From an optimization exercise on the open Yosys and OpenROAD flow, aimed at a short achievable clock period and few clock cycles; shortcuts taken in it are not production practice.
Function was checked by simulation only, so behaviour that the tests miss may differ from the original.
No activity file was given, so power comes from the tool's default toggle rates.

==> exp/umber: inputs <==
Design sodor_core, start of the top module:
module sodor_core (
    input  logic               clk,
    input  logic               reset,
    input  logic [31:0]        imem_data_i,
    output logic [31:0]        pc_o,
    output logic               retire_valid_o,
    output logic [31:0]        retire_pc_o,
    output logic               retire_is_branch_o,
    output logic               retire_taken_o,
    output logic               retire_writes_rd_o,
    output logic [4:0]         retire_rd_o,
    output logic [31:0]        retire_data_o
);
make LEC_CHECK=0 ABC_CLOCK_PERIOD_IN_PS=2500 CAP_MARGIN=20 CORE_MARGIN=2 CORE_UTILIZATION=40 GPL_TIMING_DRIVEN=1 SETUP_SLACK_MARGIN=3.3 SLEW_MARGIN=20 finish   # period 6.0 ns
run.sh (not shown) runs the stock make flow with config.mk's settings and CLKGATE_MAP_FILE= SYNTH_SCRIPT=/design/flow/synth_recipe.tcl, a recipe that flattens the netlist after the stock synthesis.
==> exp/sierra: changes against exp/umber <==
--- a/flow/design.v
+++ b/flow/design.v
@@ -48,26 +48,24 @@
 `default_nettype none
 module front_end (
     input  logic                 clk,
     input  logic                 reset,
     input  sodor_pkg::inst_t     imem_data_i,
     output sodor_pkg::word_t     pc_o,
     input  logic                 mispredict_i,
     input  sodor_pkg::word_t     redirect_pc_i,
-    input  logic                 x_taken_i,
     input  sodor_pkg::word_t     alu_result_i,
     input  logic                 w_wr_i,
     input  sodor_pkg::reg_addr_t w_rd_i,
     input  sodor_pkg::word_t     w_data_i,
     output logic                 x_valid_o,
     output sodor_pkg::word_t     x_pc_o,
     output sodor_pkg::word_t     x_alt_pc_o,
     output logic                 x_pred_o,
-    output logic                 x_bwd_o,
     output logic                 x_is_branch_o,
     output logic                 x_wr_o,
     output sodor_pkg::reg_addr_t x_rd_o,
     output logic [2:0]           x_funct3_o,
     output logic                 x_sub_o,
     output logic                 x_sra_o,
     output sodor_pkg::alu_sel_t  x_sel_o,
     output sodor_pkg::word_t     x_op_a_o,
@@ -79,18 +77,16 @@
     logic [2:0]           funct3;
     sodor_pkg::reg_addr_t rs1_addr;
     sodor_pkg::reg_addr_t rs2_addr;
     sodor_pkg::reg_addr_t rd_addr;
     logic                 is_alu_i;
     logic                 is_alu_r;
     logic                 is_alu;
     logic                 is_branch;
-    logic                 bwd_branch;
-    logic                 loop_exit;
     logic                 pred_taken;
     logic                 f_wr;
     logic                 kill;
     sodor_pkg::word_t     imm;
     logic [12:0]          br_off;
     sodor_pkg::word_t     pc_plus4;
     sodor_pkg::word_t     br_target;
     logic [13:0]          tgt_lo;
@@ -106,17 +102,16 @@
     sodor_pkg::word_t     op_b;
     logic                 x_hit1;
     logic                 x_hit2;
     sodor_pkg::alu_sel_t  sel;
     logic                 x_valid_q;
     sodor_pkg::word_t     x_pc_q;
     sodor_pkg::word_t     x_alt_pc_q;
     logic                 x_pred_q;
-    logic                 x_bwd_q;
     logic                 x_is_branch_q;
     logic                 x_wr_q;
     sodor_pkg::reg_addr_t x_rd_q;
     logic [2:0]           x_funct3_q;
     logic                 x_sub_q;
     logic                 x_sra_q;
     sodor_pkg::alu_sel_t  x_sel_q;
     sodor_pkg::word_t     x_op_a_q;
@@ -129,27 +124,17 @@
     assign rd_addr   = inst[11:7];
     assign is_alu_i  = (opcode == sodor_pkg::OP_ALU_I);
     assign is_alu_r  = (opcode == sodor_pkg::OP_ALU_R);
     assign is_alu    = is_alu_i || is_alu_r;
     assign is_branch = (opcode == sodor_pkg::OP_BRANCH);
     assign f_wr      = is_alu && (rd_addr != '0);
     assign imm       = {{20{inst[31]}}, inst[31:20]};
     assign br_off    = {inst[31], inst[7], inst[30:25], inst[11:8], 1'b0};
-    assign bwd_branch = is_branch && inst[31] && (funct3[2:1] != 2'b01);
-    assign pred_taken = bwd_branch && !loop_exit;
-    loop_predictor u_loop_predictor (
-        .clk         (clk),
-        .reset       (reset),
-        .f_pc_i      (pc_q),
-        .exit_o      (loop_exit),
-        .x_update_i  (x_valid_q && x_bwd_q),
-        .x_pc_i      (x_pc_q),
-        .x_taken_i   (x_taken_i)
-    );
+    assign pred_taken = is_branch && inst[31] && (funct3[2:1] != 2'b01);
     assign pc_plus4  = pc_q + 32'd4;
     assign tgt_lo    = {1'b0, pc_q[12:0]} + {1'b0, br_off};
     assign pc_hi_inc = pc_q[31:13] + 19'd1;
     assign pc_hi_dec = pc_q[31:13] - 19'd1;
     always_comb begin
         case ({br_off[12], tgt_lo[13]})
             2'b01:   tgt_hi = pc_hi_inc;
             2'b10:   tgt_hi = pc_hi_dec;
@@ -196,112 +181,42 @@
         sel.and_ = (funct3 == 3'b111);
     end
     always_ff @(posedge clk) begin
         x_valid_q     <= !kill;
         x_wr_q        <= f_wr && !kill;
         x_pc_q        <= pc_q;
         x_alt_pc_q    <= pred_taken ? pc_plus4 : br_target;
         x_pred_q      <= pred_taken;
-        x_bwd_q       <= bwd_branch;
         x_is_branch_q <= is_branch;
         x_rd_q        <= rd_addr;
         x_funct3_q    <= funct3;
         x_sub_q       <= is_branch || (funct3[2:1] == 2'b01) ||
                          (is_alu_r && (funct3 == 3'b000) && inst[30]);
         x_sra_q       <= inst[30];
         x_sel_q       <= sel;
         x_op_a_q      <= op_a;
         x_op_b_q      <= op_b;
     end
     assign pc_o          = pc_q;
     assign x_valid_o     = x_valid_q;
     assign x_pc_o        = x_pc_q;
     assign x_alt_pc_o    = x_alt_pc_q;
     assign x_pred_o      = x_pred_q;
-    assign x_bwd_o       = x_bwd_q;
     assign x_is_branch_o = x_is_branch_q;
     assign x_wr_o        = x_wr_q;
     assign x_rd_o        = x_rd_q;
     assign x_funct3_o    = x_funct3_q;
     assign x_sub_o       = x_sub_q;
     assign x_sra_o       = x_sra_q;
     assign x_sel_o       = x_sel_q;
     assign x_op_a_o      = x_op_a_q;
     assign x_op_b_o      = x_op_b_q;
 endmodule
 `default_nettype wire
-`default_nettype none
-module loop_predictor #(
-    parameter int ENTRIES = 8,
-    parameter int TAG_W   = 16,
-    parameter int CNT_W   = 6
-) (
-    input  logic             clk,
-    input  logic             reset,
-    input  sodor_pkg::word_t f_pc_i,
-    output logic             exit_o,
-    input  logic             x_update_i,
-    input  sodor_pkg::word_t x_pc_i,
-    input  logic             x_taken_i
-);
-    logic             valid_q [ENTRIES];
-    logic             conf_q  [ENTRIES];
-    logic [TAG_W-1:0] tag_q   [ENTRIES];
-    logic [CNT_W-1:0] cnt_q   [ENTRIES];
-    logic [CNT_W-1:0] trip_q  [ENTRIES];
-    logic [2:0] victim_q;
-    logic [TAG_W-1:0] f_tag;
-    logic [TAG_W-1:0] x_tag;
-    logic [ENTRIES-1:0] f_exit;
-    logic [ENTRIES-1:0] x_hit;
-    assign f_tag = f_pc_i[TAG_W+1:2];
-    assign x_tag = x_pc_i[TAG_W+1:2];
-    always_comb begin
-        for (int i = 0; i < ENTRIES; i++) begin
-            f_exit[i] = valid_q[i] && conf_q[i] && (tag_q[i] == f_tag) &&
-                        (cnt_q[i] == trip_q[i]);
-            x_hit[i]  = valid_q[i] && (tag_q[i] == x_tag);
-        end
-    end
-    assign exit_o = |f_exit;
-    always_ff @(posedge clk) begin
-        if (reset) begin
-            for (int i = 0; i < ENTRIES; i++) begin
-                valid_q[i] <= 1'b0;
-            end
-            victim_q <= '0;
-        end else if (x_update_i) begin
-            if (|x_hit) begin
-                for (int i = 0; i < ENTRIES; i++) begin
-                    if (x_hit[i]) begin
-                        if (x_taken_i) begin
-                            if (cnt_q[i] == '1) begin
-                                conf_q[i] <= 1'b0;
-                            end else begin
-                                cnt_q[i] <= cnt_q[i] + 1'b1;
-                            end
-                        end else begin
-                            trip_q[i] <= cnt_q[i];
-                            conf_q[i] <= (cnt_q[i] != '1);
-                            cnt_q[i]  <= '0;
-                        end
-                    end
-                end
-            end else if (x_taken_i) begin
-                valid_q[victim_q] <= 1'b1;
-                conf_q[victim_q]  <= 1'b0;
-                tag_q[victim_q]   <= x_tag;
-                cnt_q[victim_q]   <= 1;
-                victim_q          <= victim_q + 1'b1;
-            end
-        end
-    end
-endmodule
-`default_nettype wire
 `timescale 1ns/1ps
 `default_nettype none
 module alu_unit (
     input  sodor_pkg::word_t    op_a_i,
     input  sodor_pkg::word_t    op_b_i,
     input  logic                sub_i,     
     input  logic                sra_i,
     input  sodor_pkg::alu_sel_t sel_i,
@@ -445,26 +360,24 @@
     sodor_pkg::word_t     w_data;
     front_end u_front_end (
         .clk           (clk),
         .reset         (reset),
         .imem_data_i   (imem_data_i),
         .pc_o          (pc_o),
         .mispredict_i  (mispredict),
         .redirect_pc_i (x_alt_pc),
-        .x_taken_i     (cond),
         .alu_result_i  (alu_result),
         .w_wr_i        (w_wr),
         .w_rd_i        (w_rd),
         .w_data_i      (w_data),
         .x_valid_o     (x_valid),
         .x_pc_o        (x_pc),
         .x_alt_pc_o    (x_alt_pc),
         .x_pred_o      (x_pred),
-        .x_bwd_o       (),
         .x_is_branch_o (x_is_branch),
         .x_wr_o        (x_wr),
         .x_rd_o        (x_rd),
         .x_funct3_o    (x_funct3),
         .x_sub_o       (x_sub),
         .x_sra_o       (x_sra),
         .x_sel_o       (x_sel),
         .x_op_a_o      (x_op_a),
- ABC_CLOCK_PERIOD_IN_PS: 2500 -> default
- GPL_TIMING_DRIVEN: 1 -> default
- SETUP_SLACK_MARGIN: 3.3 -> default
==> run notes <==
Run status: exp/umber complete, no violations; exp/sierra complete, no violations
Post-synthesis adder-cell area fraction: exp/umber 2.281%; exp/sierra 2.579%
Multi-input comb cells: exp/umber 3705; exp/sierra 2916
GRT Resource Usage Total: exp/umber 28.86%; exp/sierra 26.46%
Total number of cells along the worst setup path: exp/umber 25; exp/sierra 23
Area of all sequential standard cells: exp/umber 41800 um^2; exp/sierra 34880 um^2
Mux share of post-synthesis cell area: exp/umber 19.18%; exp/sierra 21.59%
Total met3 wirelength after detailed routing: exp/umber 30820 um; exp/sierra 20600 um
Ant. Diodes: exp/umber 8; exp/sierra 3
Initial core utilization: exp/umber 40.18%; exp/sierra 40.32%
Die Wd: exp/umber 443.4 um; exp/sierra 403.8 um
Number of global-route vias before repair: exp/umber 56013; exp/sierra 43487
Highest attainable clock frequency: exp/umber 190.9 MHz; exp/sierra 178.6 MHz
Length in cells of the worst reg-to-reg path: exp/umber 24; exp/sierra 22
Crit-path max cell delay: exp/umber 0.40 ns; exp/sierra 0.44 ns
Total Die Area: exp/umber 196600 um^2; exp/sierra 163000 um^2
Num Clock Sinks: exp/umber 1490; exp/sierra 1246
Final routed wire length divided by cell count: exp/umber 32.17 um; exp/sierra 31.45 um
Shortest clock period the worst path allows after layout: exp/umber 5.239 ns; exp/sierra 5.599 ns
Drt first pass iters: exp/umber 6; exp/sierra 7
Proportion of synthesized chip area in sequential cells: exp/umber 53.77%; exp/sierra 54.55%
Clock latency on the worst-skew pair: exp/umber 0.84 ns; exp/sierra 0.80 ns
Nets: exp/umber 6592; exp/sierra 4933
Row count: exp/umber 161; exp/sierra 146
Part of the total power dissipated in sequential elements: exp/umber 40.7%; exp/sierra 44.9%
Setup repair bufs after CTS: exp/umber 361; exp/sierra 0
Testbench counts of exp/umber, summed over its fixed seeds: cycles 33,106.
Testbench counts of exp/sierra, summed over its fixed seeds: cycles 33,888.

==> re-timing with driven ports <==
The flow's constraints put no driver on any port. The routed layouts listed below were extracted and timed again, unchanged, in two steps.
Step 1: set_driving_cell puts a clkbuf_16 on clk and a buf_2 on each other input, an assumption about the parent block.
Step 2 also shifts input and output timing later by t, the mid clock arrival at the registers, as if the neighbouring blocks saw the same clock.
Slacks: ideal ports / drivers / drivers and shift; pairs: ideal ports / drivers.
run	shift t [ns]	setup WS [ns]	worst setup path after step 2	worst data-port slew with drivers (ns)
exp/umber	0.901	0.761 / 0.817 / -0.085	input to register	0.28
exp/sierra	0.859	0.401 / 0.466 / -0.394	input to register	0.11
Met with ideal ports but missed after step 2: setup timing in exp/umber and exp/sierra. For exp/umber, which loses most, drivers alone change the setup slack by +0.056 ns; drivers and shift together by -0.846 ns.
